Source: an optimization exercise on an open RTL-to-GDS flow (aim: small area, a short achievable clock period and few clock cycles per item). Production flows keep margins and buffers that such runs may drop. In this exercise RTL edits were held to simulation tests only and were not proved equivalent to the original.

==> flow/design.v <==
module alu_arbiter #(
    parameter int unsigned MUL_LAT = 3
) (
    input  logic        clk_i,
    input  logic        rst_i,
    input  logic        req0_valid_i,
    output logic        req0_ready_o,
    input  logic [2:0]  req0_op_i,
    input  logic [31:0] req0_src1_i,
    input  logic [31:0] req0_src2_i,
    input  logic        req1_valid_i,
    output logic        req1_ready_o,
    input  logic [2:0]  req1_op_i,
    input  logic [31:0] req1_src1_i,
    input  logic [31:0] req1_src2_i,
    output logic        rsp_valid_o,
    input  logic        rsp_ready_i,
    output logic        rsp_id_o,
    output logic [31:0] rsp_result_o,
    output logic        busy_o
);
    localparam int D_MUL = 0;    
    localparam int D_SUB = 1;    
    localparam int D_ARR = 2;    
    localparam int D_SUM = 3;    
    localparam int D_AND = 4;    
    localparam int D_XOR = 5;    
    localparam int D_SLL = 6;    
    localparam int D_SRA = 7;    
    function automatic logic [7:0] decode(input logic [2:0] op);
        logic [7:0] d;
        d[D_MUL] = (op == 3'b101);
        d[D_SUB] = (op == 3'b100);
        d[D_ARR] = (op == 3'b000) | (op == 3'b001) | (op == 3'b011) | (op == 3'b100) | (op == 3'b110);
        d[D_SUM] = (op == 3'b011) | (op == 3'b100) | (op == 3'b101) | (op == 3'b110);
        d[D_AND] = (op == 3'b000);
        d[D_XOR] = (op == 3'b001);
        d[D_SLL] = (op == 3'b010);
        d[D_SRA] = (op == 3'b111);
        decode = d;
    endfunction
    function automatic logic [11:0] booth(input logic [8:0] w);
        logic [11:0] b;
        for (int j = 0; j < 4; j++) begin
            b[j]     = w[2*j+1] ^ w[2*j];
            b[4 + j] = (w[2*j+2] & ~w[2*j+1] & ~w[2*j]) | (~w[2*j+2] & w[2*j+1] & w[2*j]);
            b[8 + j] = w[2*j+2] & ~(w[2*j+1] & w[2*j]);
        end
        booth = b;
    endfunction
    function automatic logic [11:0] first_digits(input logic [7:0] d, input logic [7:0] b);
        logic [11:0] r;
        r = booth({b, 1'b0}) & {12{d[D_MUL]}};
        r[0] = r[0] | d[D_ARR];
        first_digits = r;
    endfunction
    function automatic logic top_equal(input logic [24:0] x);
        top_equal = (x == 25'd0) | (x == {25{1'b1}});
    endfunction
    logic        last_grant_q;    
    logic        ex_valid_q;      
    logic        ex_first_q;      
    logic        ex_lastm_q;      
    logic [7:0]  ex_d_q;          
    logic [11:0] ex_bd_q;         
    logic        ex_id_q;
    logic [31:0] ex_a_q;          
    logic [31:0] ex_b_q;          
    logic        rsp_valid_q;
    logic        rsp_id_q;
    logic [31:0] rsp_res_q;
    logic        out_free;        
    logic        ex_adv;          
    logic        ex_last;         
    logic        ex_step;         
    logic        ex_done;
    logic        ex_free;         
    logic        grant;
    logic        accept;
    logic        ld0, ld1, hold;
    assign ex_last  = ~ex_d_q[D_MUL] | ex_lastm_q;
    assign out_free = ~rsp_valid_q | rsp_ready_i;
    assign ex_adv   = ex_valid_q & out_free;
    assign ex_done  = ex_adv & ex_last;
    assign ex_step  = ex_adv & ~ex_last;
    assign ex_free  = ~ex_valid_q | ex_done;
    assign grant  = req1_valid_i & (~req0_valid_i | ~last_grant_q);
    assign accept = (req0_valid_i | req1_valid_i) & ex_free;
    assign req0_ready_o = req0_valid_i & ~grant & ex_free;
    assign req1_ready_o = req1_valid_i &  grant & ex_free;
    assign ld0  = req0_ready_o;
    assign ld1  = req1_ready_o;
    assign hold = ~accept & ~ex_step;
    always_ff @(posedge clk_i or posedge rst_i) begin
        if (rst_i) begin
            last_grant_q <= 1'b1;
            ex_valid_q   <= 1'b0;
            rsp_valid_q  <= 1'b0;
        end else begin
            if (accept) last_grant_q <= grant;
            if (ex_free) ex_valid_q <= accept;
            rsp_valid_q <= ex_done | (rsp_valid_q & ~rsp_ready_i);
        end
    end
    logic [7:0]  d0, d1;
    logic [11:0] f0, f1, bn;
    assign d0 = decode(req0_op_i);
    assign d1 = decode(req1_op_i);
    assign f0 = first_digits(d0, req0_src2_i[7:0]);
    assign f1 = first_digits(d1, req1_src2_i[7:0]);
    assign bn = booth(ex_b_q[15:7]);
    always_ff @(posedge clk_i) begin
        ex_a_q  <= ({32{ld0}} & req0_src1_i) | ({32{ld1}} & req1_src1_i)
                 | ({32{hold}} & ex_a_q) | ({32{ex_step}} & {ex_a_q[23:0], 8'd0});
        ex_b_q  <= ({32{ld0}} & req0_src2_i) | ({32{ld1}} & req1_src2_i)
                 | ({32{hold}} & ex_b_q) | ({32{ex_step}} & {{8{ex_b_q[31]}}, ex_b_q[31:8]});
        ex_bd_q <= ({12{ld0}} & f0) | ({12{ld1}} & f1)
                 | ({12{hold}} & ex_bd_q) | ({12{ex_step}} & bn);
        ex_d_q  <= ({8{ld0}} & d0) | ({8{ld1}} & d1) | ({8{~accept}} & ex_d_q);
        ex_lastm_q <= (ld0 & (top_equal(req0_src2_i[31:7]) | (req0_src1_i[23:0] == 24'd0)))
                    | (ld1 & (top_equal(req1_src2_i[31:7]) | (req1_src1_i[23:0] == 24'd0)))
                    | (hold & ex_lastm_q)
                    | (ex_step & (top_equal({{8{ex_b_q[31]}}, ex_b_q[31:15]}) | (ex_a_q[15:0] == 16'd0)));
        ex_id_q    <= ld1 | (~accept & ex_id_q);
        ex_first_q <= accept | (hold & ex_first_q);
    end
    logic [3:0]  nb;
    logic [31:0] acc_t;
    logic [31:0] r0, r1, r2, r3;
    logic [31:0] row_a, row_b;
    logic [31:0] t_xor, t_and;
    logic [31:0] sum;
    logic [4:0]  sh;
    logic [31:0] sh_in;
    logic [31:0] sh_l1, sh_l2, sh_l3, sh_l4, sh_out;
    logic        fill;
    logic [31:0] s_sum, s_and, s_xor, s_sll, s_sra, s_hold;
    logic [3:0]  b_one, b_two, b_neg;
    assign b_one = ex_bd_q[3:0];
    assign b_two = ex_bd_q[7:4];
    assign b_neg = ex_bd_q[11:8];
    assign sh    = ex_b_q[4:0];
    always_comb begin
        for (int i = 0; i < 32; i++) begin
            r0[i] = ((b_one[0] & ex_a_q[i]) | (b_two[0] & (i >= 1 ? ex_a_q[i-1] : 1'b0))) ^ b_neg[0];
            r1[i] = i < 2 ? 1'b0 :
                    ((b_one[1] & ex_a_q[i-2]) | (b_two[1] & (i >= 3 ? ex_a_q[i-3] : 1'b0))) ^ b_neg[1];
            r2[i] = i < 4 ? 1'b0 :
                    ((b_one[2] & ex_a_q[i-4]) | (b_two[2] & (i >= 5 ? ex_a_q[i-5] : 1'b0))) ^ b_neg[2];
            r3[i] = i < 6 ? 1'b0 :
                    ((b_one[3] & ex_a_q[i-6]) | (b_two[3] & (i >= 7 ? ex_a_q[i-7] : 1'b0))) ^ b_neg[3];
        end
    end
    assign nb = {b_neg[3:1], b_neg[0] | ex_d_q[D_SUB]};
    assign acc_t = ({32{ex_d_q[D_MUL] & ~ex_first_q}} & rsp_res_q)
                 | ({32{ex_d_q[D_ARR]}} & (ex_b_q ^ {32{ex_d_q[D_SUB]}}));
    logic t0, t1, t2, t3, t4, t5, t6, t7, t8, t9, t10, t11, t12, t13, t14, t15, t16, t17, t18, t19, t20, t21, t22, t23, t24, t25, t26, t27, t28, t29, t30, t31, t32, t33, t34, t35, t36, t37, t38, t39, t40, t41, t42, t43, t44, t45, t46, t47, t48, t49, t50, t51, t52, t53, t54, t55, t56, t57, t58, t59, t60, t61, t62, t63, t64, t65, t66, t67, t68, t69, t70, t71, t72, t73, t74, t75, t76, t77, t78, t79, t80, t81, t82, t83, t84, t85, t86, t87, t88, t89, t90, t91, t92, t93, t94, t95, t96, t97, t98, t99, t100, t101, t102, t103, t104, t105, t106, t107, t108, t109, t110, t111, t112, t113, t114, t115, t116, t117, t118, t119, t120, t121, t122, t123, t124, t125, t126, t127, t128, t129, t130, t131, t132, t133, t134, t135, t136, t137, t138, t139, t140, t141, t142, t143, t144, t145, t146, t147, t148, t149, t150, t151, t152, t153, t154, t155, t156, t157, t158, t159, t160, t161, t162, t163, t164, t165, t166, t167, t168, t169, t170, t171, t172, t173, t174, t175, t176, t177, t178, t179, t180, t181, t182, t183, t184, t185, t186, t187, t188, t189, t190, t191, t192, t193, t194, t195, t196, t197, t198, t199, t200, t201, t202, t203, t204, t205, t206, t207, t208, t209, t210, t211, t212, t213, t214, t215, t216, t217, t218, t219, t220, t221, t222, t223, t224, t225, t226, t227, t228;
    assign t0 = acc_t[0] ^ nb[0];
    assign t1 = acc_t[0] & nb[0];
    assign t2 = acc_t[1] ^ r0[1];
    assign t3 = acc_t[1] & r0[1];
    assign t4 = acc_t[2] ^ r0[2] ^ r1[2];
    assign t5 = (acc_t[2] & r0[2]) | (acc_t[2] & r1[2]) | (r0[2] & r1[2]);
    assign t6 = nb[1] ^ t3;
    assign t7 = nb[1] & t3;
    assign t8 = acc_t[3] ^ r0[3] ^ r1[3];
    assign t9 = (acc_t[3] & r0[3]) | (acc_t[3] & r1[3]) | (r0[3] & r1[3]);
    assign t10 = t5 ^ t8;
    assign t11 = t5 & t8;
    assign t12 = acc_t[4] ^ r0[4] ^ r1[4];
    assign t13 = (acc_t[4] & r0[4]) | (acc_t[4] & r1[4]) | (r0[4] & r1[4]);
    assign t14 = nb[2] ^ r2[4] ^ t9;
    assign t15 = (nb[2] & r2[4]) | (nb[2] & t9) | (r2[4] & t9);
    assign t16 = t12 ^ t11;
    assign t17 = t12 & t11;
    assign t18 = acc_t[5] ^ r0[5] ^ r1[5];
    assign t19 = (acc_t[5] & r0[5]) | (acc_t[5] & r1[5]) | (r0[5] & r1[5]);
    assign t20 = r2[5] ^ t13 ^ t18;
    assign t21 = (r2[5] & t13) | (r2[5] & t18) | (t13 & t18);
    assign t22 = t15 ^ t20;
    assign t23 = t15 & t20;
    assign t24 = acc_t[6] ^ r0[6] ^ r1[6];
    assign t25 = (acc_t[6] & r0[6]) | (acc_t[6] & r1[6]) | (r0[6] & r1[6]);
    assign t26 = nb[3] ^ r2[6] ^ r3[6];
    assign t27 = (nb[3] & r2[6]) | (nb[3] & r3[6]) | (r2[6] & r3[6]);
    assign t28 = t19 ^ t24 ^ t26;
    assign t29 = (t19 & t24) | (t19 & t26) | (t24 & t26);
    assign t30 = t21 ^ t28;
    assign t31 = t21 & t28;
    assign t32 = acc_t[7] ^ r0[7] ^ r1[7];
    assign t33 = (acc_t[7] & r0[7]) | (acc_t[7] & r1[7]) | (r0[7] & r1[7]);
    assign t34 = r2[7] ^ r3[7] ^ t25;
    assign t35 = (r2[7] & r3[7]) | (r2[7] & t25) | (r3[7] & t25);
    assign t36 = t27 ^ t32 ^ t29;
    assign t37 = (t27 & t32) | (t27 & t29) | (t32 & t29);
    assign t38 = t34 ^ t31;
    assign t39 = t34 & t31;
    assign t40 = acc_t[8] ^ r0[8] ^ r1[8];
    assign t41 = (acc_t[8] & r0[8]) | (acc_t[8] & r1[8]) | (r0[8] & r1[8]);
    assign t42 = r2[8] ^ r3[8] ^ t33;
    assign t43 = (r2[8] & r3[8]) | (r2[8] & t33) | (r3[8] & t33);
    assign t44 = t40 ^ t35 ^ t42;
    assign t45 = (t40 & t35) | (t40 & t42) | (t35 & t42);
    assign t46 = t37 ^ t44;
    assign t47 = t37 & t44;
    assign t48 = acc_t[9] ^ r0[9] ^ r1[9];
    assign t49 = (acc_t[9] & r0[9]) | (acc_t[9] & r1[9]) | (r0[9] & r1[9]);
    assign t50 = r2[9] ^ r3[9] ^ t41;
    assign t51 = (r2[9] & r3[9]) | (r2[9] & t41) | (r3[9] & t41);
    assign t52 = t48 ^ t43 ^ t50;
    assign t53 = (t48 & t43) | (t48 & t50) | (t43 & t50);
    assign t54 = t45 ^ t52;
    assign t55 = t45 & t52;
    assign t56 = acc_t[10] ^ r0[10] ^ r1[10];
    assign t57 = (acc_t[10] & r0[10]) | (acc_t[10] & r1[10]) | (r0[10] & r1[10]);
    assign t58 = r2[10] ^ r3[10] ^ t49;
    assign t59 = (r2[10] & r3[10]) | (r2[10] & t49) | (r3[10] & t49);
    assign t60 = t56 ^ t51 ^ t58;
    assign t61 = (t56 & t51) | (t56 & t58) | (t51 & t58);
    assign t62 = t53 ^ t60;
    assign t63 = t53 & t60;
    assign t64 = acc_t[11] ^ r0[11] ^ r1[11];
    assign t65 = (acc_t[11] & r0[11]) | (acc_t[11] & r1[11]) | (r0[11] & r1[11]);
    assign t66 = r2[11] ^ r3[11] ^ t57;
    assign t67 = (r2[11] & r3[11]) | (r2[11] & t57) | (r3[11] & t57);
    assign t68 = t64 ^ t59 ^ t66;
    assign t69 = (t64 & t59) | (t64 & t66) | (t59 & t66);
    assign t70 = t61 ^ t68;
    assign t71 = t61 & t68;
    assign t72 = acc_t[12] ^ r0[12] ^ r1[12];
    assign t73 = (acc_t[12] & r0[12]) | (acc_t[12] & r1[12]) | (r0[12] & r1[12]);
    assign t74 = r2[12] ^ r3[12] ^ t65;
    assign t75 = (r2[12] & r3[12]) | (r2[12] & t65) | (r3[12] & t65);
    assign t76 = t72 ^ t67 ^ t74;
    assign t77 = (t72 & t67) | (t72 & t74) | (t67 & t74);
    assign t78 = t69 ^ t76;
    assign t79 = t69 & t76;
    assign t80 = acc_t[13] ^ r0[13] ^ r1[13];
    assign t81 = (acc_t[13] & r0[13]) | (acc_t[13] & r1[13]) | (r0[13] & r1[13]);
    assign t82 = r2[13] ^ r3[13] ^ t73;
    assign t83 = (r2[13] & r3[13]) | (r2[13] & t73) | (r3[13] & t73);
    assign t84 = t80 ^ t75 ^ t82;
    assign t85 = (t80 & t75) | (t80 & t82) | (t75 & t82);
    assign t86 = t77 ^ t84;
    assign t87 = t77 & t84;
    assign t88 = acc_t[14] ^ r0[14] ^ r1[14];
    assign t89 = (acc_t[14] & r0[14]) | (acc_t[14] & r1[14]) | (r0[14] & r1[14]);
    assign t90 = r2[14] ^ r3[14] ^ t81;
    assign t91 = (r2[14] & r3[14]) | (r2[14] & t81) | (r3[14] & t81);
    assign t92 = t88 ^ t83 ^ t90;
    assign t93 = (t88 & t83) | (t88 & t90) | (t83 & t90);
    assign t94 = t85 ^ t92;
    assign t95 = t85 & t92;
    assign t96 = acc_t[15] ^ r0[15] ^ r1[15];
    assign t97 = (acc_t[15] & r0[15]) | (acc_t[15] & r1[15]) | (r0[15] & r1[15]);
    assign t98 = r2[15] ^ r3[15] ^ t89;
    assign t99 = (r2[15] & r3[15]) | (r2[15] & t89) | (r3[15] & t89);
    assign t100 = t96 ^ t91 ^ t98;
    assign t101 = (t96 & t91) | (t96 & t98) | (t91 & t98);
    assign t102 = t93 ^ t100;
    assign t103 = t93 & t100;
    assign t104 = acc_t[16] ^ r0[16] ^ r1[16];
    assign t105 = (acc_t[16] & r0[16]) | (acc_t[16] & r1[16]) | (r0[16] & r1[16]);
    assign t106 = r2[16] ^ r3[16] ^ t97;
    assign t107 = (r2[16] & r3[16]) | (r2[16] & t97) | (r3[16] & t97);
    assign t108 = t104 ^ t99 ^ t106;
    assign t109 = (t104 & t99) | (t104 & t106) | (t99 & t106);
    assign t110 = t101 ^ t108;
    assign t111 = t101 & t108;
    assign t112 = acc_t[17] ^ r0[17] ^ r1[17];
    assign t113 = (acc_t[17] & r0[17]) | (acc_t[17] & r1[17]) | (r0[17] & r1[17]);
    assign t114 = r2[17] ^ r3[17] ^ t105;
    assign t115 = (r2[17] & r3[17]) | (r2[17] & t105) | (r3[17] & t105);
    assign t116 = t112 ^ t107 ^ t114;
    assign t117 = (t112 & t107) | (t112 & t114) | (t107 & t114);
    assign t118 = t109 ^ t116;
    assign t119 = t109 & t116;
    assign t120 = acc_t[18] ^ r0[18] ^ r1[18];
    assign t121 = (acc_t[18] & r0[18]) | (acc_t[18] & r1[18]) | (r0[18] & r1[18]);
    assign t122 = r2[18] ^ r3[18] ^ t113;
    assign t123 = (r2[18] & r3[18]) | (r2[18] & t113) | (r3[18] & t113);
    assign t124 = t120 ^ t115 ^ t122;
    assign t125 = (t120 & t115) | (t120 & t122) | (t115 & t122);
    assign t126 = t117 ^ t124;
    assign t127 = t117 & t124;
    assign t128 = acc_t[19] ^ r0[19] ^ r1[19];
    assign t129 = (acc_t[19] & r0[19]) | (acc_t[19] & r1[19]) | (r0[19] & r1[19]);
    assign t130 = r2[19] ^ r3[19] ^ t121;
    assign t131 = (r2[19] & r3[19]) | (r2[19] & t121) | (r3[19] & t121);
    assign t132 = t128 ^ t123 ^ t130;
    assign t133 = (t128 & t123) | (t128 & t130) | (t123 & t130);
    assign t134 = t125 ^ t132;
    assign t135 = t125 & t132;
    assign t136 = acc_t[20] ^ r0[20] ^ r1[20];
    assign t137 = (acc_t[20] & r0[20]) | (acc_t[20] & r1[20]) | (r0[20] & r1[20]);
    assign t138 = r2[20] ^ r3[20] ^ t129;
    assign t139 = (r2[20] & r3[20]) | (r2[20] & t129) | (r3[20] & t129);
    assign t140 = t136 ^ t131 ^ t138;
    assign t141 = (t136 & t131) | (t136 & t138) | (t131 & t138);
    assign t142 = t133 ^ t140;
    assign t143 = t133 & t140;
    assign t144 = acc_t[21] ^ r0[21] ^ r1[21];
    assign t145 = (acc_t[21] & r0[21]) | (acc_t[21] & r1[21]) | (r0[21] & r1[21]);
    assign t146 = r2[21] ^ r3[21] ^ t137;
    assign t147 = (r2[21] & r3[21]) | (r2[21] & t137) | (r3[21] & t137);
    assign t148 = t144 ^ t139 ^ t146;
    assign t149 = (t144 & t139) | (t144 & t146) | (t139 & t146);
    assign t150 = t141 ^ t148;
    assign t151 = t141 & t148;
    assign t152 = acc_t[22] ^ r0[22] ^ r1[22];
    assign t153 = (acc_t[22] & r0[22]) | (acc_t[22] & r1[22]) | (r0[22] & r1[22]);
    assign t154 = r2[22] ^ r3[22] ^ t145;
    assign t155 = (r2[22] & r3[22]) | (r2[22] & t145) | (r3[22] & t145);
    assign t156 = t152 ^ t147 ^ t154;
    assign t157 = (t152 & t147) | (t152 & t154) | (t147 & t154);
    assign t158 = t149 ^ t156;
    assign t159 = t149 & t156;
    assign t160 = acc_t[23] ^ r0[23] ^ r1[23];
    assign t161 = (acc_t[23] & r0[23]) | (acc_t[23] & r1[23]) | (r0[23] & r1[23]);
    assign t162 = r2[23] ^ r3[23] ^ t153;
    assign t163 = (r2[23] & r3[23]) | (r2[23] & t153) | (r3[23] & t153);
    assign t164 = t160 ^ t155 ^ t162;
    assign t165 = (t160 & t155) | (t160 & t162) | (t155 & t162);
    assign t166 = t157 ^ t164;
    assign t167 = t157 & t164;
    assign t168 = acc_t[24] ^ r0[24] ^ r1[24];
    assign t169 = (acc_t[24] & r0[24]) | (acc_t[24] & r1[24]) | (r0[24] & r1[24]);
    assign t170 = r2[24] ^ r3[24] ^ t161;
    assign t171 = (r2[24] & r3[24]) | (r2[24] & t161) | (r3[24] & t161);
    assign t172 = t168 ^ t163 ^ t170;
    assign t173 = (t168 & t163) | (t168 & t170) | (t163 & t170);
    assign t174 = t165 ^ t172;
    assign t175 = t165 & t172;
    assign t176 = acc_t[25] ^ r0[25] ^ r1[25];
    assign t177 = (acc_t[25] & r0[25]) | (acc_t[25] & r1[25]) | (r0[25] & r1[25]);
    assign t178 = r2[25] ^ r3[25] ^ t169;
    assign t179 = (r2[25] & r3[25]) | (r2[25] & t169) | (r3[25] & t169);
    assign t180 = t176 ^ t171 ^ t178;
    assign t181 = (t176 & t171) | (t176 & t178) | (t171 & t178);
    assign t182 = t173 ^ t180;
    assign t183 = t173 & t180;
    assign t184 = acc_t[26] ^ r0[26] ^ r1[26];
    assign t185 = (acc_t[26] & r0[26]) | (acc_t[26] & r1[26]) | (r0[26] & r1[26]);
    assign t186 = r2[26] ^ r3[26] ^ t177;
    assign t187 = (r2[26] & r3[26]) | (r2[26] & t177) | (r3[26] & t177);
    assign t188 = t184 ^ t179 ^ t186;
    assign t189 = (t184 & t179) | (t184 & t186) | (t179 & t186);
    assign t190 = t181 ^ t188;
    assign t191 = t181 & t188;
    assign t192 = acc_t[27] ^ r0[27] ^ r1[27];
    assign t193 = (acc_t[27] & r0[27]) | (acc_t[27] & r1[27]) | (r0[27] & r1[27]);
    assign t194 = r2[27] ^ r3[27] ^ t185;
    assign t195 = (r2[27] & r3[27]) | (r2[27] & t185) | (r3[27] & t185);
    assign t196 = t192 ^ t187 ^ t194;
    assign t197 = (t192 & t187) | (t192 & t194) | (t187 & t194);
    assign t198 = t189 ^ t196;
    assign t199 = t189 & t196;
    assign t200 = acc_t[28] ^ r0[28] ^ r1[28];
    assign t201 = (acc_t[28] & r0[28]) | (acc_t[28] & r1[28]) | (r0[28] & r1[28]);
    assign t202 = r2[28] ^ r3[28] ^ t193;
    assign t203 = (r2[28] & r3[28]) | (r2[28] & t193) | (r3[28] & t193);
    assign t204 = t200 ^ t195 ^ t202;
    assign t205 = (t200 & t195) | (t200 & t202) | (t195 & t202);
    assign t206 = t197 ^ t204;
    assign t207 = t197 & t204;
    assign t208 = acc_t[29] ^ r0[29] ^ r1[29];
    assign t209 = (acc_t[29] & r0[29]) | (acc_t[29] & r1[29]) | (r0[29] & r1[29]);
    assign t210 = r2[29] ^ r3[29] ^ t201;
    assign t211 = (r2[29] & r3[29]) | (r2[29] & t201) | (r3[29] & t201);
    assign t212 = t208 ^ t203 ^ t210;
    assign t213 = (t208 & t203) | (t208 & t210) | (t203 & t210);
    assign t214 = t205 ^ t212;
    assign t215 = t205 & t212;
    assign t216 = acc_t[30] ^ r0[30] ^ r1[30];
    assign t217 = (acc_t[30] & r0[30]) | (acc_t[30] & r1[30]) | (r0[30] & r1[30]);
    assign t218 = r2[30] ^ r3[30] ^ t209;
    assign t219 = (r2[30] & r3[30]) | (r2[30] & t209) | (r3[30] & t209);
    assign t220 = t216 ^ t211 ^ t218;
    assign t221 = (t216 & t211) | (t216 & t218) | (t211 & t218);
    assign t222 = t213 ^ t220;
    assign t223 = t213 & t220;
    assign t224 = acc_t[31] ^ r0[31] ^ r1[31];
    assign t225 = (acc_t[31] & r0[31]) | (acc_t[31] & r1[31]) | (r0[31] & r1[31]);
    assign t226 = r2[31] ^ r3[31] ^ t217;
    assign t227 = t224 ^ t219 ^ t226;
    assign t228 = t221 ^ t227;
    assign row_a = {t223, t215, t207, t199, t191, t183, t175, t167, t159, t151, t143, t135, t127, t119, t111, t103, t95, t87, t79, t71, t63, t55, t47, t39, t36, t23, t17, t14, t7, t4, t1, r0[0]};
    assign row_b = {t228, t222, t214, t206, t198, t190, t182, t174, t166, t158, t150, t142, t134, t126, t118, t110, t102, t94, t86, t78, t70, t62, t54, t46, t38, t30, t22, t16, t10, t6, t2, t0};
    assign t_xor = {t224, t216, t208, t200, t192, t184, t176, t168, t160, t152, t144, t136, t128, t120, t112, t104, t96, t88, t80, t72, t64, t56, t48, t40, t32, t24, t18, t12, t8, t4, t2, ex_a_q[0] ^ ex_b_q[0]};
    assign t_and = {t225, t217, t209, t201, t193, t185, t177, t169, t161, t153, t145, t137, t129, t121, t113, t105, t97, t89, t81, t73, t65, t57, t49, t41, t33, t25, t19, t13, t9, t5, t3, ex_a_q[0] & ex_b_q[0]};
    logic [31:0] pg_g, pg_p;
    logic cg0, cg1, cp1, cg2, cp2, cg3, cp3, cg4, cp4, cg5, cp5, cg6, cp6, cg7, cp7, cg8, cp8, cg9, cp9, cg10, cp10, cg11, cp11, cg12, cp12, cg13, cp13, cg14, cp14, cg15, cp15, cg16, cg17, cg18, cp18, cg19, cp19, cg20, cp20, cg21, cp21, cg22, cp22, cg23, cp23, cg24, cp24, cg25, cp25, cg26, cp26, cg27, cp27, cg28, cp28, cg29, cp29, cg30, cp30, cg31, cp31, cg32, cg33, cg34, cg35, cg36, cp36, cg37, cp37, cg38, cp38, cg39, cp39, cg40, cp40, cg41, cp41, cg42, cp42, cg43, cp43, cg44, cp44, cg45, cp45, cg46, cp46, cg47, cp47, cg48, cg49, cg50, cg51, cg52, cg53, cg54, cg55, cg56, cp56, cg57, cp57, cg58, cp58, cg59, cp59, cg60, cp60, cg61, cp61, cg62, cp62, cg63, cp63, cg64, cg65, cg66, cg67, cg68, cg69, cg70, cg71, cg72, cg73, cg74, cg75, cg76, cg77, cg78, cg79;
    assign pg_g = row_a & row_b;
    assign pg_p = row_a ^ row_b;
    assign cg0 = pg_g[1] | (pg_p[1] & pg_g[0]);
    assign cg1 = pg_g[3] | (pg_p[3] & pg_g[2]);
    assign cp1 = pg_p[3] & pg_p[2];
    assign cg2 = pg_g[5] | (pg_p[5] & pg_g[4]);
    assign cp2 = pg_p[5] & pg_p[4];
    assign cg3 = pg_g[7] | (pg_p[7] & pg_g[6]);
    assign cp3 = pg_p[7] & pg_p[6];
    assign cg4 = pg_g[9] | (pg_p[9] & pg_g[8]);
    assign cp4 = pg_p[9] & pg_p[8];
    assign cg5 = pg_g[11] | (pg_p[11] & pg_g[10]);
    assign cp5 = pg_p[11] & pg_p[10];
    assign cg6 = pg_g[13] | (pg_p[13] & pg_g[12]);
    assign cp6 = pg_p[13] & pg_p[12];
    assign cg7 = pg_g[15] | (pg_p[15] & pg_g[14]);
    assign cp7 = pg_p[15] & pg_p[14];
    assign cg8 = pg_g[17] | (pg_p[17] & pg_g[16]);
    assign cp8 = pg_p[17] & pg_p[16];
    assign cg9 = pg_g[19] | (pg_p[19] & pg_g[18]);
    assign cp9 = pg_p[19] & pg_p[18];
    assign cg10 = pg_g[21] | (pg_p[21] & pg_g[20]);
    assign cp10 = pg_p[21] & pg_p[20];
    assign cg11 = pg_g[23] | (pg_p[23] & pg_g[22]);
    assign cp11 = pg_p[23] & pg_p[22];
    assign cg12 = pg_g[25] | (pg_p[25] & pg_g[24]);
    assign cp12 = pg_p[25] & pg_p[24];
    assign cg13 = pg_g[27] | (pg_p[27] & pg_g[26]);
    assign cp13 = pg_p[27] & pg_p[26];
    assign cg14 = pg_g[29] | (pg_p[29] & pg_g[28]);
    assign cp14 = pg_p[29] & pg_p[28];
    assign cg15 = pg_g[31] | (pg_p[31] & pg_g[30]);
    assign cp15 = pg_p[31] & pg_p[30];
    assign cg16 = pg_g[2] | (pg_p[2] & cg0);
    assign cg17 = cg1 | (cp1 & cg0);
    assign cg18 = pg_g[6] | (pg_p[6] & cg2);
    assign cp18 = pg_p[6] & cp2;
    assign cg19 = cg3 | (cp3 & cg2);
    assign cp19 = cp3 & cp2;
    assign cg20 = pg_g[10] | (pg_p[10] & cg4);
    assign cp20 = pg_p[10] & cp4;
    assign cg21 = cg5 | (cp5 & cg4);
    assign cp21 = cp5 & cp4;
    assign cg22 = pg_g[14] | (pg_p[14] & cg6);
    assign cp22 = pg_p[14] & cp6;
    assign cg23 = cg7 | (cp7 & cg6);
    assign cp23 = cp7 & cp6;
    assign cg24 = pg_g[18] | (pg_p[18] & cg8);
    assign cp24 = pg_p[18] & cp8;
    assign cg25 = cg9 | (cp9 & cg8);
    assign cp25 = cp9 & cp8;
    assign cg26 = pg_g[22] | (pg_p[22] & cg10);
    assign cp26 = pg_p[22] & cp10;
    assign cg27 = cg11 | (cp11 & cg10);
    assign cp27 = cp11 & cp10;
    assign cg28 = pg_g[26] | (pg_p[26] & cg12);
    assign cp28 = pg_p[26] & cp12;
    assign cg29 = cg13 | (cp13 & cg12);
    assign cp29 = cp13 & cp12;
    assign cg30 = pg_g[30] | (pg_p[30] & cg14);
    assign cp30 = pg_p[30] & cp14;
    assign cg31 = cg15 | (cp15 & cg14);
    assign cp31 = cp15 & cp14;
    assign cg32 = pg_g[4] | (pg_p[4] & cg17);
    assign cg33 = cg2 | (cp2 & cg17);
    assign cg34 = cg18 | (cp18 & cg17);
    assign cg35 = cg19 | (cp19 & cg17);
    assign cg36 = pg_g[12] | (pg_p[12] & cg21);
    assign cp36 = pg_p[12] & cp21;
    assign cg37 = cg6 | (cp6 & cg21);
    assign cp37 = cp6 & cp21;
    assign cg38 = cg22 | (cp22 & cg21);
    assign cp38 = cp22 & cp21;
    assign cg39 = cg23 | (cp23 & cg21);
    assign cp39 = cp23 & cp21;
    assign cg40 = pg_g[20] | (pg_p[20] & cg25);
    assign cp40 = pg_p[20] & cp25;
    assign cg41 = cg10 | (cp10 & cg25);
    assign cp41 = cp10 & cp25;
    assign cg42 = cg26 | (cp26 & cg25);
    assign cp42 = cp26 & cp25;
    assign cg43 = cg27 | (cp27 & cg25);
    assign cp43 = cp27 & cp25;
    assign cg44 = pg_g[28] | (pg_p[28] & cg29);
    assign cp44 = pg_p[28] & cp29;
    assign cg45 = cg14 | (cp14 & cg29);
    assign cp45 = cp14 & cp29;
    assign cg46 = cg30 | (cp30 & cg29);
    assign cp46 = cp30 & cp29;
    assign cg47 = cg31 | (cp31 & cg29);
    assign cp47 = cp31 & cp29;
    assign cg48 = pg_g[8] | (pg_p[8] & cg35);
    assign cg49 = cg4 | (cp4 & cg35);
    assign cg50 = cg20 | (cp20 & cg35);
    assign cg51 = cg21 | (cp21 & cg35);
    assign cg52 = cg36 | (cp36 & cg35);
    assign cg53 = cg37 | (cp37 & cg35);
    assign cg54 = cg38 | (cp38 & cg35);
    assign cg55 = cg39 | (cp39 & cg35);
    assign cg56 = pg_g[24] | (pg_p[24] & cg43);
    assign cp56 = pg_p[24] & cp43;
    assign cg57 = cg12 | (cp12 & cg43);
    assign cp57 = cp12 & cp43;
    assign cg58 = cg28 | (cp28 & cg43);
    assign cp58 = cp28 & cp43;
    assign cg59 = cg29 | (cp29 & cg43);
    assign cp59 = cp29 & cp43;
    assign cg60 = cg44 | (cp44 & cg43);
    assign cp60 = cp44 & cp43;
    assign cg61 = cg45 | (cp45 & cg43);
    assign cp61 = cp45 & cp43;
    assign cg62 = cg46 | (cp46 & cg43);
    assign cp62 = cp46 & cp43;
    assign cg63 = cg47 | (cp47 & cg43);
    assign cp63 = cp47 & cp43;
    assign cg64 = pg_g[16] | (pg_p[16] & cg55);
    assign cg65 = cg8 | (cp8 & cg55);
    assign cg66 = cg24 | (cp24 & cg55);
    assign cg67 = cg25 | (cp25 & cg55);
    assign cg68 = cg40 | (cp40 & cg55);
    assign cg69 = cg41 | (cp41 & cg55);
    assign cg70 = cg42 | (cp42 & cg55);
    assign cg71 = cg43 | (cp43 & cg55);
    assign cg72 = cg56 | (cp56 & cg55);
    assign cg73 = cg57 | (cp57 & cg55);
    assign cg74 = cg58 | (cp58 & cg55);
    assign cg75 = cg59 | (cp59 & cg55);
    assign cg76 = cg60 | (cp60 & cg55);
    assign cg77 = cg61 | (cp61 & cg55);
    assign cg78 = cg62 | (cp62 & cg55);
    assign cg79 = cg63 | (cp63 & cg55);
    assign sum = pg_p ^ {cg78, cg77, cg76, cg75, cg74, cg73, cg72, cg71, cg70, cg69, cg68, cg67, cg66, cg65, cg64, cg55, cg54, cg53, cg52, cg51, cg50, cg49, cg48, cg35, cg34, cg33, cg32, cg17, cg16, cg0, pg_g[0], 1'b0};
    always_comb begin
        for (int i = 0; i < 32; i++) begin
            sh_in[i] = ex_d_q[D_SLL] ? ex_a_q[31 - i] : ex_a_q[i];
        end
    end
    assign fill   = ex_d_q[D_SRA] & ex_a_q[31];
    assign sh_l1  = sh[0] ? {fill, sh_in[31:1]}           : sh_in;
    assign sh_l2  = sh[1] ? {{2{fill}}, sh_l1[31:2]}      : sh_l1;
    assign sh_l3  = sh[2] ? {{4{fill}}, sh_l2[31:4]}      : sh_l2;
    assign sh_l4  = sh[3] ? {{8{fill}}, sh_l3[31:8]}      : sh_l3;
    assign sh_out = sh[4] ? {{16{fill}}, sh_l4[31:16]}    : sh_l4;
    assign s_sum  = {32{ex_adv & ex_d_q[D_SUM]}};
    assign s_and  = {32{ex_adv & ex_d_q[D_AND]}};
    assign s_xor  = {32{ex_adv & ex_d_q[D_XOR]}};
    assign s_sll  = {32{ex_adv & ex_d_q[D_SLL]}};
    assign s_sra  = {32{ex_adv & ex_d_q[D_SRA]}};
    assign s_hold = {32{~ex_adv}};
    always_ff @(posedge clk_i) begin
        for (int i = 0; i < 32; i++) begin
            rsp_res_q[i] <= (s_sum[i] & sum[i]) | (s_and[i] & t_and[i]) | (s_xor[i] & t_xor[i])
                          | (s_sll[i] & sh_out[31 - i]) | (s_sra[i] & sh_out[i])
                          | (s_hold[i] & rsp_res_q[i]);
        end
        rsp_id_q <= (ex_adv & ex_id_q) | (~ex_adv & rsp_id_q);
    end
    assign rsp_valid_o  = rsp_valid_q;
    assign rsp_id_o     = rsp_id_q;
    assign rsp_result_o = rsp_res_q;
    assign busy_o       = ex_valid_q | rsp_valid_q;
endmodule
==> flow/flow/run.sh <==
#!/bin/bash
# Standard synthesis, then the standard layout with the settings below
# passed to make. make's output goes to synth.log and layout.log; each ORFS
# step keeps its own log under orfs/logs.
set -euo pipefail
bash standard.sh synth > synth.log 2>&1
args=(
  "BUFFER_PORTS_ARGS=-buffer_cell sky130_fd_sc_hd__buf_1"
  "CTS_ARGS=-sink_clustering_enable -repair_clock_nets -dont_use_dummy_load -root_buf sky130_fd_sc_hd__clkbuf_8 -buf_list {sky130_fd_sc_hd__clkbuf_4 sky130_fd_sc_hd__clkbuf_8}"
)
bash standard.sh "${args[@]}" finish > layout.log 2>&1
==> flow/standard.sh <==
#!/bin/bash
# synth_recipe.tcl (not shown) runs the flow's synth.tcl, then flattens the netlist and writes it again
# the make line also repeats each setting of config.mk as NAME=value (left out here)
make -C /OpenROAD-flow-scripts/flow DESIGN_CONFIG=/design/flow/config.mk WORK_HOME=/design/flow/orfs CLKGATE_MAP_FILE= SYNTH_SCRIPT=/design/flow/synth_recipe.tcl "${@:-finish}"
==> flow/config.mk <==
export PLATFORM = sky130hd
export DESIGN_NAME = alu_arbiter
export DESIGN_NICKNAME = alu_arbiter
export VERILOG_FILES = /design/flow/design.v
export SDC_FILE = /design/flow/constraint.sdc
export NUM_CORES = 4
export LEC_CHECK = 0
export ABC_AREA = 1
export ABC_CLOCK_PERIOD_IN_PS = 4000
export CAP_MARGIN = 20
export CORE_MARGIN = 2
export CORE_UTILIZATION = 35
export PLACE_DENSITY = 0.55
export SETUP_SLACK_MARGIN = 4.45
export SLEW_MARGIN = 20
==> flow/constraint.sdc <==
create_clock -name core_clock -period 9.0 [get_ports {clk_i}]
set_input_delay 1.8000 -clock core_clock [delete_from_list [all_inputs] [get_ports {clk_i}]]
set_output_delay 1.8000 -clock core_clock [all_outputs]
set_load 0.01 [all_outputs]
==> flow_summary.yaml, run 1 <==
synth:
  muxShareOfSynthArea: 0.000744
  synth-xor-area-share: 0.0683
  synthAdderAreaFrac: 0.172
  seq_area_frac_synth: 0.164
  yosys.cell_types.count: 53
  synth_top_family_by_area: "simple AND/OR/NAND/NOR gates"
  synth_compound_area_frac: 0.179
  synthTopCellsByArea: "dfxtp_1 16%, nand3_1 12%, nand2_1 12%, fa_1 11%, xor2_1 6.7%"
  yosys.area.top_type: "dfxtp_1"
  yosysTopAreaCellShare: 0.157
  synth-simple-area-share: 0.308
  synth-edff-count: 1
  ys.flop_type: "dfxtp_1"
  ys_ff_latch: 123
  synth_area_per_cell_um2: 6.76
  yosysWarnings: 1
  synth_cells: 2240
  syn_area_mm2: 0.0151
  syn-num-nets: 2536
  async_reset_ff_frac: 0.0244
sta:
  fin_crit_ps: 4510
  hold_viol_final: 0
  rsz0062_at_grt: "true"
  tns_ps: 0
  timing.final.crit_share: 0.501
  fmax_mhz: 222
  worstMarginPinSlew_ps: 700
  finalSetupViolations: 0
  slew_viol_final: 0
  max_slew_margin: 0.534
  finClkSkew_ps: 42.4
drt:
  drc: 0
  drt_pre_antenna_iters: 7
  wirelength_mm: 71.6
  vias: 17700
  wire_per_inst_um: 24.2
  via_per_inst: 5.97
  drtIter0Drc: 2020
  antenna_left: 0
critical_path:
  cp_cell_sequence: "buf_2 > inv_2 > o21ai_4 > inv_2 > nand2_8 > inv_16 > clkbuf_2"
  cp_common_cell: "inv_2"
  crit_type: "in -> out"
  timing.rr.end: "rsp_res_q[17]"
  crit_path_end_kind: "output port"
  crit_slowest_cell: "o21ai_4"
  max_stage_delay_ps: 220
  rr_worst_depth: 22
  reg2reg_slack_ps: 4510
  cp_num_buf_inv: 5
  cp_max_fo: 5
  r2r_start: "ex_d_q[1]"
  cp.arrival_ps: 2710
  critPathRequiredTime_ps: 7200
  critPathTopFamily: "buffers and inverters"
  worstSetupStartpointType: "input pin"
cts:
  ctsHoldBuffers: 0
  cts_sinks: 123
  clkTransAtPathRegs_ps: 70
  clockBufferDepth: 2
  cts_root_buffer: "clkbuf_8"
  cts-htree-levels: 4
  cts_buffers: 17
  clk_latency_ps: 510
  cts_tree: "done"
global_routing:
  grt_start_max_net_pins: 65
  antenna_found_initial: 0
  grt_pass1_vias: 16800
  grt_pass1_wl_mm: 106
  grtUsageTotal: 0.317
  grt.overflow.total: 0
layout:
  drive_gt1_frac: 0.126
  n_antenna_cell: 0
  area_growth_pct: 18.4
  nets: 2678
  finalNonFillerCells: 2965
floorplanning:
  core-area_mm2: 0.0429
  fp.dieW_um: 212
  die_area_mm2: 0.0449
  die_y_um: 212
  rows: 76
  initial_core_util: 0.353
  num_io_pins: 176
min_path:
  min-delay-start: "ex_id_q"
  hold_class: "reg -> reg"
  min_path_cells: 0
placed_design:
  portBuffers: 175
  dp_cells: 2895
  place_hpwl_mm: 53.6
  place_congestion: 1.01
flow_run:
  maxCapViolations: 0
status:
  status: "timing/DRC/antenna clean"
==> worst max-delay path by stage <==
stage | startpoint | slack (ps) | end | depth (start not counted)
floorplan | ex_d_q[1] | 4460 | rsp_res_q[17] | 21
global placement | rsp_ready_i | 3560 | req1_ready_o | 8
detailed placement | rsp_ready_i | 3510 | req1_ready_o | 8
CTS | ex_bd_q[0] | 4390 | rsp_res_q[17] | 20
global route | ex_d_q[1] | 4350 | rsp_res_q[16] | 21
finish | req0_valid_i | 4490 | req1_ready_o | 7
==> repair_timing <==
action                     in CTS  in global routing
resized for setup             120                111
pin swaps                      21                 43
gates cloned                   10                  0
buffers inserted               31                 12
setup endpoints to repair      24                 22
hold endpoints to repair        0                  0
==> synth_stat cells (2+ instances only) <==
library cell,number
fa_1,85
buf_2,44
clkbuf_1,72
o21bai_1,4
a211oi_1,3
o221ai_1,14
dfxtp_1,119
buf_4,5
o21ai_0,62
o21ai_4,2
dfrtp_1,2
xor2_1,115
or2_2,6
nand3b_1,8
nor2_2,2
nor3_1,13
a31oi_1,3
a21oi_1,53
nand4_1,56
a221oi_1,53
a21o_1,2
buf_6,4
inv_2,11
o211ai_1,3
nor2_1,96
o2111ai_1,16
ha_1,72
nand3_1,357
a32o_1,29
nor4_1,28
nand2_2,5
a22oi_1,2
nand2_1,465
clkinv_1,30
o22ai_1,136
xnor2_1,3
buf_1,7
o21ai_1,7
inv_1,232
==> layout by cell type, fill, tap and decap left out, types with 5 or more instances in the layout <==
| cell type | n |
|---|---|
| a21oi_1 | 46 |
| o22ai_2 | 8 |
| ha_1 | 34 |
| inv_4 | 9 |
| a32o_1 | 29 |
| dfxtp_1 | 99 |
| nor3_1 | 11 |
| dfxtp_2 | 15 |
| clkbuf_8 | 17 |
| xor2_1 | 115 |
| dfxtp_4 | 5 |
| fa_1 | 68 |
| buf_12 | 9 |
| or2_2 | 6 |
| ha_4 | 36 |
| clkinvlp_4 | 5 |
| buf_4 | 55 |
| fa_2 | 17 |
| nand2_1 | 448 |
| clkinv_1 | 5 |
| inv_1 | 214 |
| o22ai_1 | 128 |
| o2111ai_1 | 16 |
| nand3b_1 | 8 |
| nor4_1 | 28 |
| a21oi_2 | 6 |
| o21ai_0 | 62 |
| clkinv_4 | 13 |
| inv_2 | 23 |
| o221ai_1 | 14 |
| a221oi_1 | 51 |
| nor2_1 | 89 |
| clkinv_2 | 5 |
| nor2_2 | 6 |
| o21ai_1 | 7 |
| nand3_1 | 354 |
| nand2_2 | 17 |
| nand4_1 | 56 |
| nand2_4 | 6 |
| buf_1 | 172 |
==> state kept, by name, summed over array words and instances, names as in the netlist, named ones only <==
signal	cells
ex_a_q	32
ex_b_q	32
rsp_res_q	32
ex_bd_q	12
ex_d_q	8
ex_first_q	1
ex_id_q	1
ex_lastm_q	1
ex_valid_q	1
last_grant_q	1
rsp_valid_q	1
==> through the flow <==
stage / setup WS (ps) / instance area, um2 / utilization / hold WS (ps)
2_1_floorplan: 4460 / 15300 / - / 409
4_1_cts: 4390 / 17300 / 0.403 / 443
5_1_grt: 4350 / 17900 / 0.418 / 450
6_report: 4490 / 17900 / 0.418 / 444
3_5_place_dp: 3510 / 16200 / 0.378 / 420
3_3_place_gp: 3560 / 16200 / 0.378 / 415
==> area by class of cell <==
type | count | area (um2)
Inverter | 274 | 1160
Sequential cell | 123 | 2530
Fill cell | 4605 | 25000
Multi-Input combinational cell | 1713 | 11800
Timing Repair Buffer | 248 | 1440
Tap cell | 585 | 732
Clock buffer | 17 | 234
Timing Repair inverter | 5 | 42.5
==> kinds of logic (layout without fill, tap and decap cells) <==
logic type / after synthesis / count (layout)
xor gates and xnor gates: 118 / 118
AOI/OAI and AO/OA: 395 / 395
and+or+nand+nor: 1040 / 1042
buffers and inverters: 406 / 544
adders and majority gates: 157 / 157
DFF: 123 / 123
muxes: 1 / 1
==> per-layer routing <==
layer  routed length, um  GRT usage  share of wire  vias to the layer above
li1                    -          -              -                     8052
met4                3410      0.131          0.048                        0
met3                7370     0.0794           0.10                      143
met1               30100      0.427           0.42                     8438
met2               30800      0.479           0.43                     1066
met5                   0          0              0                        -
Testbench counts, summed over its fixed seeds: cycles 2,984, items 2,400.
==> inputs of run 2 (changes only) <==
--- a/flow/config.mk
+++ b/flow/config.mk
@@ -11,5 +11,5 @@
 export CORE_MARGIN = 2
 export CORE_UTILIZATION = 35
 export PLACE_DENSITY = 0.55
-export SETUP_SLACK_MARGIN = 4.45
+export SETUP_SLACK_MARGIN = 4.5
 export SLEW_MARGIN = 20
==> run 2 against run 1 <==
Effect of this change: still clean on timing, DRC and antenna; fmax is 2.5% lower; hold slack better by 5.3 ps; sequential share of layout area hardly changed; flip-flop and latch count stayed put; final cell count is 0.20% higher; clock skew is 13 ps lower; first-iteration DRC count is 3.7% higher; core utilization is 0.32 points higher; die area stayed put; cell area is 0.77% higher.
==> flow_summary.yaml, run 2 <==
critical_path:
  rr_worst_depth: 21
  crit_type: "reg -> reg"
  max_stage_delay_ps: 610
  cp_cell_sequence: "clkinvlp_4 > buf_12 > buf_4 > o22ai_2 > xor2_1 > fa_2 > inv_2 > fa_1 > fa_1 > ha_4 > ha_4 > nand2_2 > inv_1 > nand2_1 > nand2_2 > a21oi_4 > nand2_4 > fa_2 > xor2_1 > a221oi_2 > nand3_1"
  crit_slowest_cell: "fa_1"
  cp_max_fo: 12
  worstSetupStartpointType: "flop"
  r2r_start: "ex_bd_q[1]"
  cp-endpoint: "rsp_res_q[17]"
  critPathRequiredTime_ps: 9310
  timing.rr.end: "rsp_res_q[17]"
  crit_path_end_kind: "flop"
  cp.arrival_ps: 4930
  crit_start: "ex_bd_q[1]"
  reg2reg_slack_ps: 4380
sta:
  max_slew_margin: 0.277
  hold_viol_final: 0
  timing.final.crit_share: 0.514
  setup_ws_ps: 4380
  tns_ps: 0
  fin_crit_ps: 4620
  fmax_mhz: 216
  worstMarginPinSlew_ps: 1080
  whs_ps: 449
  finalSetupViolations: 0
  finClkSkew_ps: 29.0
  rsz0062_at_grt: "true"
  slew_viol_final: 0
placed_design:
  portBuffers: 175
  place_hpwl_mm: 53.1
  place_congestion: 0.986
  pre_cts_ws_ps: 3090
global_routing:
  grt_start_max_net_pins: 65
  grtUsageTotal: 0.320
  grt.overflow.total: 0
  antenna_found_initial: 0
  grt_pass1_wl_mm: 107
  grt_pass1_vias: 16900
cts:
  cts_root_buffer: "clkbuf_8"
  cts_buffers: 17
  cts_sinks: 123
  clkTransAtPathRegs_ps: 90
  clk_latency_ps: 470
  cts-htree-levels: 4
  cts_tree: "done"
  ctsHoldBuffers: 0
  clockBufferDepth: 2
synth:
  yosys.area.top_type: "dfxtp_1"
  ys.flop_type: "dfxtp_1"
  ys_ff_latch: 123
  seq_area_frac_synth: 0.164
  synth-edff-count: 1
  synth.most_common_cell: "nand2_1"
  async_reset_ff_frac: 0.0244
  synth_cells: 2240
  syn_area_mm2: 0.0151
  yosysTopAreaCellShare: 0.157
  synthTopCellsByCount: "465 x nand2_1, 357 x nand3_1, 232 x inv_1"
  yosysWarnings: 1
  syn-num-nets: 2536
  synthTopCellsByArea: "dfxtp_1 16%, nand3_1 12%, nand2_1 12%, fa_1 11%, xor2_1 6.7%"
  synth_area_per_cell_um2: 6.76
  yosys.cell_types.count: 53
drt:
  wire_per_inst_um: 24.4
  dr_wl_met3_mm: 7.52
  top_layer: "met4"
  via_per_inst: 6.03
  routed-wl-met2_mm: 31.3
  wirelength_mm: 72.6
  drtIter0Drc: 2095
  vias: 17900
  drt_pre_antenna_iters: 6
  met1_length_mm: 30.2
  antenna_left: 0
  drc: 0
layout:
  fillers: 4521
  area_growth_pct: 19.3
  final_common_cell: "nand2_1"
  final_cell_mix: "449 x nand2_1, 352 x nand3_1, 214 x inv_1, 172 x buf_1, 129 x o22ai_1"
  nets: 2684
  drive_gt1_frac: 0.134
  top_regs: "ex_a_q: 32 flops, ex_b_q: 32 flops, rsp_res_q: 32 flops"
  n_antenna_cell: 0
status:
  status: "timing/DRC/antenna clean"
floorplanning:
  fp.dieW_um: 212
  rows: 76
  core-area_mm2: 0.0429
  die_area_mm2: 0.0449
  die_y_um: 212
  initial_core_util: 0.353
  num_io_pins: 176
flow_run:
  maxCapViolations: 0
min_path:
  hold_class: "reg -> reg"
run 2: changes by cell type in the layout (fill, tap and decap cells not counted), moves of 4 or more:
cell / previous run / this run
inv_4: 9 / 2
a32o_2: 0 / 4
dfxtp_4: 5 / 11
a21oi_1: 46 / 42
buf_4: 55 / 61
a32o_1: 29 / 25
dfxtp_2: 15 / 10
run 2: worst min-delay path by stage:
stage               startpoint    to  slack [ps]  depth (start not counted)
floorplan              ex_id_q  flop         410                          0
detailed placement     ex_id_q  flop         420                          0
CTS                    ex_id_q  flop         450                          0
global placement       ex_id_q  flop         420                          0
finish                 ex_id_q  flop         450                          0
global route           ex_id_q  flop         460                          0
run 2: kinds of logic (layout without fill, tap and decap cells):
group,after synthesis,count (layout),share of synthesized area
flip-flops,123,123,0.164
AO/OA/AOI/OAI,395,395,0.179
adder cells (fa/ha/maj),157,157,0.172
XOR/XNOR,118,118,0.0683
buffers and inverters,406,549,0.108
multiplexers,1,1,0.000744
AND/OR/NAND/NOR,1040,1043,0.308
run 2: layout make-up:
type / count / area [um2] / area share
multi-input combinational: 1714 / 11900 / 0.658
timing repair inverter: 7 / 57.6 / 0.00319
inverter: 274 / 1150 / 0.0639
timing repair buffer: 251 / 1450 / 0.0802
tap: 585 / 732 / 0.0405
clock buffer: 17 / 234 / 0.0130
sequential: 123 / 2540 / 0.141
run 2: through the flow:
stage / utilization / instance area (um2) / std cells
detailed placement: 0.379 / 16200 / 2893
finish: 0.421 / 18100 / 2971
CTS: 0.409 / 17600 / 2958
floorplan: - / 15300 / 2240
global route: 0.421 / 18100 / 2971
global placement: 0.379 / 16200 / 2893
run 2: worst max-delay path: cells and delay by family, from the launching register on:
family / cells / cell delay (ps)
flops: 1 / 370
compound gates: 3 / 570
xor+xnor: 2 / 270
simple gates: 5 / 430
fa+ha+maj: 6 / 2300
buf+inv: 5 / 510
run 2: timing repair:
action	CTS	global route
resized for setup	166	75
pin swaps	31	35
cloned	12	0
setup buffers	36	12
endpoints found under the setup margin	25	21
run 2: routing by layer:
metal  up-vias  track usage
met5         -            0
met4         0        0.140
met3       179       0.0610
met2      1074        0.490
met1      8582        0.437
li1       8074            -
==> inputs of run 3 (changes only) <==
==> flow/config.mk (replaced) <==
export PLATFORM = sky130hd
export DESIGN_NAME = alu_arbiter
export DESIGN_NICKNAME = alu_arbiter
export VERILOG_FILES = /design/flow/design.v
export SDC_FILE = /design/flow/constraint.sdc
export NUM_CORES = 4
export LEC_CHECK = 0
export ABC_CLOCK_PERIOD_IN_PS = 4000
export CAP_MARGIN = 20
export CORE_MARGIN = 2
export CORE_UTILIZATION = 40
export SETUP_SLACK_MARGIN = 5
export SLEW_MARGIN = 20
==> run 3 against run 2 <==
Effect of this change: sequential share of layout area down 0.18 points; hold slack got worse by 17 ps; critical path depth fell by 3; critical path type unchanged; highest routed layer unchanged.
==> flow_summary.yaml, run 3 <==
drt:
  via_per_inst: 6.77
  antenna_left: 0
  vias: 16100
  drtIter0Drc: 2705
  wire_per_inst_um: 28.0
  drc: 0
  wirelength_mm: 66.6
  drt_pre_antenna_iters: 12
synth:
  synth_area_per_cell_um2: 8.47
  yosys.area.top_type: "dfxtp_1"
  yosysTopAreaCellShare: 0.159
  ys_ff_latch: 123
  async_reset_ff_frac: 0.0244
  syn-num-nets: 2064
  synth.most_common_cell: "nand2_1"
  syn_area_mm2: 0.0150
  ys.flop_type: "dfxtp_1"
  synth_cells: 1768
  yosys.cell_types.count: 77
  synthTopCellsByArea: "dfxtp_1 16%, fa_1 11%, a22oi_1 8.0%, ha_1 6.0%, xor2_1 5.6%"
  yosysWarnings: 1
  synthTopCellsByCount: "221 x nand2_1, 159 x a22oi_1, 132 x clkbuf_1"
  synth-edff-count: 1
  seq_area_frac_synth: 0.166
critical_path:
  crit_path_end_kind: "flop"
  crit_type: "reg -> reg"
  critPathRequiredTime_ps: 9350
  cp_max_fo: 6
  cp.arrival_ps: 5420
  worstSetupStartpointType: "flop"
global_routing:
  grt_start_max_net_pins: 56
  grt.overflow.total: 0
  grt_pass1_vias: 15600
  antenna_found_initial: 2
  grt_pass1_wl_mm: 98.7
  grtUsageTotal: 0.338
sta:
  tns_ps: 0
  rsz0062_at_grt: "true"
  finClkSkew_ps: 40.3
  hold_viol_final: 0
  slew_viol_final: 0
  max_slew_margin: 0.229
  timing.final.crit_share: 0.564
  setup_ws_ps: 3920
  finalSetupViolations: 0
  fmax_mhz: 197
  whs_ps: 433
  worstMarginPinSlew_ps: 1160
  fin_crit_ps: 5080
layout:
  final_common_cell: "nand2_1"
  multi_input_area_mm2: 0.0127
  final_cell_mix: "217 x nand2_1, 173 x buf_1, 129 x a22oi_1, 87 x dfxtp_1, 84 x xor2_1"
  top_regs: "ex_a_q: 32 flops, ex_b_q: 32 flops, rsp_res_q: 32 flops"
  fillers: 3455
  drive_gt1_frac: 0.219
  finalNonFillerCells: 2380
  nets: 2208
  final-seq-area_mm2: 0.00255
  area_growth_pct: 22.5
cts:
  cts-htree-levels: 4
  cts_tree: "done"
  cts_sinks: 123
  cts_root_buffer: "clkbuf_8"
  clk_latency_ps: 490
  clockBufferDepth: 2
  clkTransAtPathRegs_ps: 100
  cts_buffers: 17
floorplanning:
  rows: 70
  die_y_um: 197
  initial_core_util: 0.408
  core-area_mm2: 0.0367
  num_io_pins: 176
  fp.dieW_um: 197
  die_area_mm2: 0.0390
placed_design:
  portBuffers: 175
  pre_cts_ws_ps: 3400
  place_hpwl_mm: 46.5
  place_congestion: 1.06
  dp_cells: 2285
min_path:
  hold_class: "reg -> reg"
flow_run:
  maxCapViolations: 0
status:
  status: "timing/DRC/antenna clean"
run 3: cell types whose count changed after synthesis, moves of 74 or more:
| cell | change |
|---|---|
| xnor2_1 | +74 |
| a22oi_1 | +157 |
| o22ai_1 | -119 |
| nand3_1 | -316 |
| inv_1 | -151 |
| nand2_1 | -244 |
run 3: logic make-up after synthesis:
kind of cell,Yosys count,share of synthesized area
flops,123,0.166
xor+xnor,173,0.101
fa+ha+maj,157,0.174
buf+inv,256,0.0695
compound gates,480,0.238
mux,112,0.109
simple gates,467,0.142
run 3: path summary, 6_finish.rpt:
check	startpoint	to	slack, ps	cells past startpoint
max in group asynchronous	rst_i	last_grant_q	7630	2
worst min-delay path	ex_id_q	flop	430	0
worst max register to register	ex_bd_q[0]	rsp_res_q[16]	3920	18
worst max-delay path	ex_bd_q[0]	rsp_res_q[16]	3920	18
worst min register to register	ex_id_q	flop	430	0
min in group asynchronous	rst_i	ex_valid_q	1150	2
run 3: what timing repair did:
| action | 4_1_cts | 5_1_grt |
|---|---|---|
| gates resized for setup | 125 | 56 |
| pin swaps | 61 | 47 |
| gates cloned | 9 | 1 |
| hold buffers | 0 | 0 |
| setup endpoints to repair | 76 | 37 |
| setup buffers | 52 | 14 |
run 3: worst max-delay path, stage by stage, from the launching register on:
cell,delay [ps]
dfxtp_4,360
buf_12,140
a22oi_2,210
xor2_1,120
fa_2,420
inv_2,70
fa_1,430
fa_1,530
ha_4,220
ha_4,280
and4_4,230
nand4_1,170
a211oi_4,270
or2_4,200
fa_2,420
a222oi_1,440
o21ai_1,130
a21oi_1,150
o221ai_1,120
run 3: layer usage:
| layer | GRT usage | vias up | wire [um] |
|---|---|---|---|
| li1 | - | 6859 | - |
| met1 | 0.436 | 7718 | 25600 |
| met2 | 0.510 | 1286 | 28400 |
| met3 | 0.0874 | 244 | 8260 |
| met4 | 0.197 | 0 | 4380 |
| met5 | 0 | - | 0 |
run 3: area by class of cell:
type / count / area share
Antenna cell: 2 / 0.000273
Clock buffer: 17 / 0.0128
Inverter: 87 / 0.0199
Multi-Input combinational cell: 1390 / 0.692
Sequential cell: 123 / 0.139
Tap cell: 468 / 0.0319
Timing Repair Buffer: 289 / 0.101
Timing Repair inverter: 4 / 0.00273
run 3: metrics by stage:
step	instance area, um2	utilization
floorplan	16100	-
global route	18300	0.500
finish	18300	0.500
CTS	17900	0.488
detailed placement	16600	0.451
global placement	16600	0.451

## separate check: timing with driven ports
The flow's constraints put no driver on any port. The routed layouts listed below were extracted and timed again, unchanged, in two steps. Step 1 (the two cells are an assumption about what drives the block):
set clk [get_ports {clk_i}]
set_driving_cell -lib_cell sky130_fd_sc_hd__clkbuf_16 $clk
set_driving_cell -lib_cell sky130_fd_sc_hd__buf_2 [delete_from_list [all_inputs] $clk]
Step 2, shift: input delay + t, output delay - t, t = (earliest + latest rising clock arrival at the registers) / 2. This alone moves slack from input paths to output paths. a / b / c = ideal ports / drivers / drivers and shift; a / b = the first two.
run | t (ns) | setup WS [ns] | hold slack, ns | latest minus earliest clock arrival (ns) | pins driven straight from the clock port
run 1 | 0.540 | 4.493 / 4.473 / 4.397 | 0.444 / 0.444 / 0.444 | 0.044 / 0.044 | 1
run 2 | 0.502 | 4.376 / 4.376 / 4.145 | 0.449 / 0.449 / 0.449 | 0.029 / 0.029 | 1
run 3 | 0.521 | 3.923 / 3.923 / 3.923 | 0.433 / 0.433 / 0.433 | 0.041 / 0.040 | 1
After both steps every run listed still meets setup and hold. The setup slack of run 2, which loses most, moves by 0.000 ns with the drivers and by -0.231 ns with both steps.
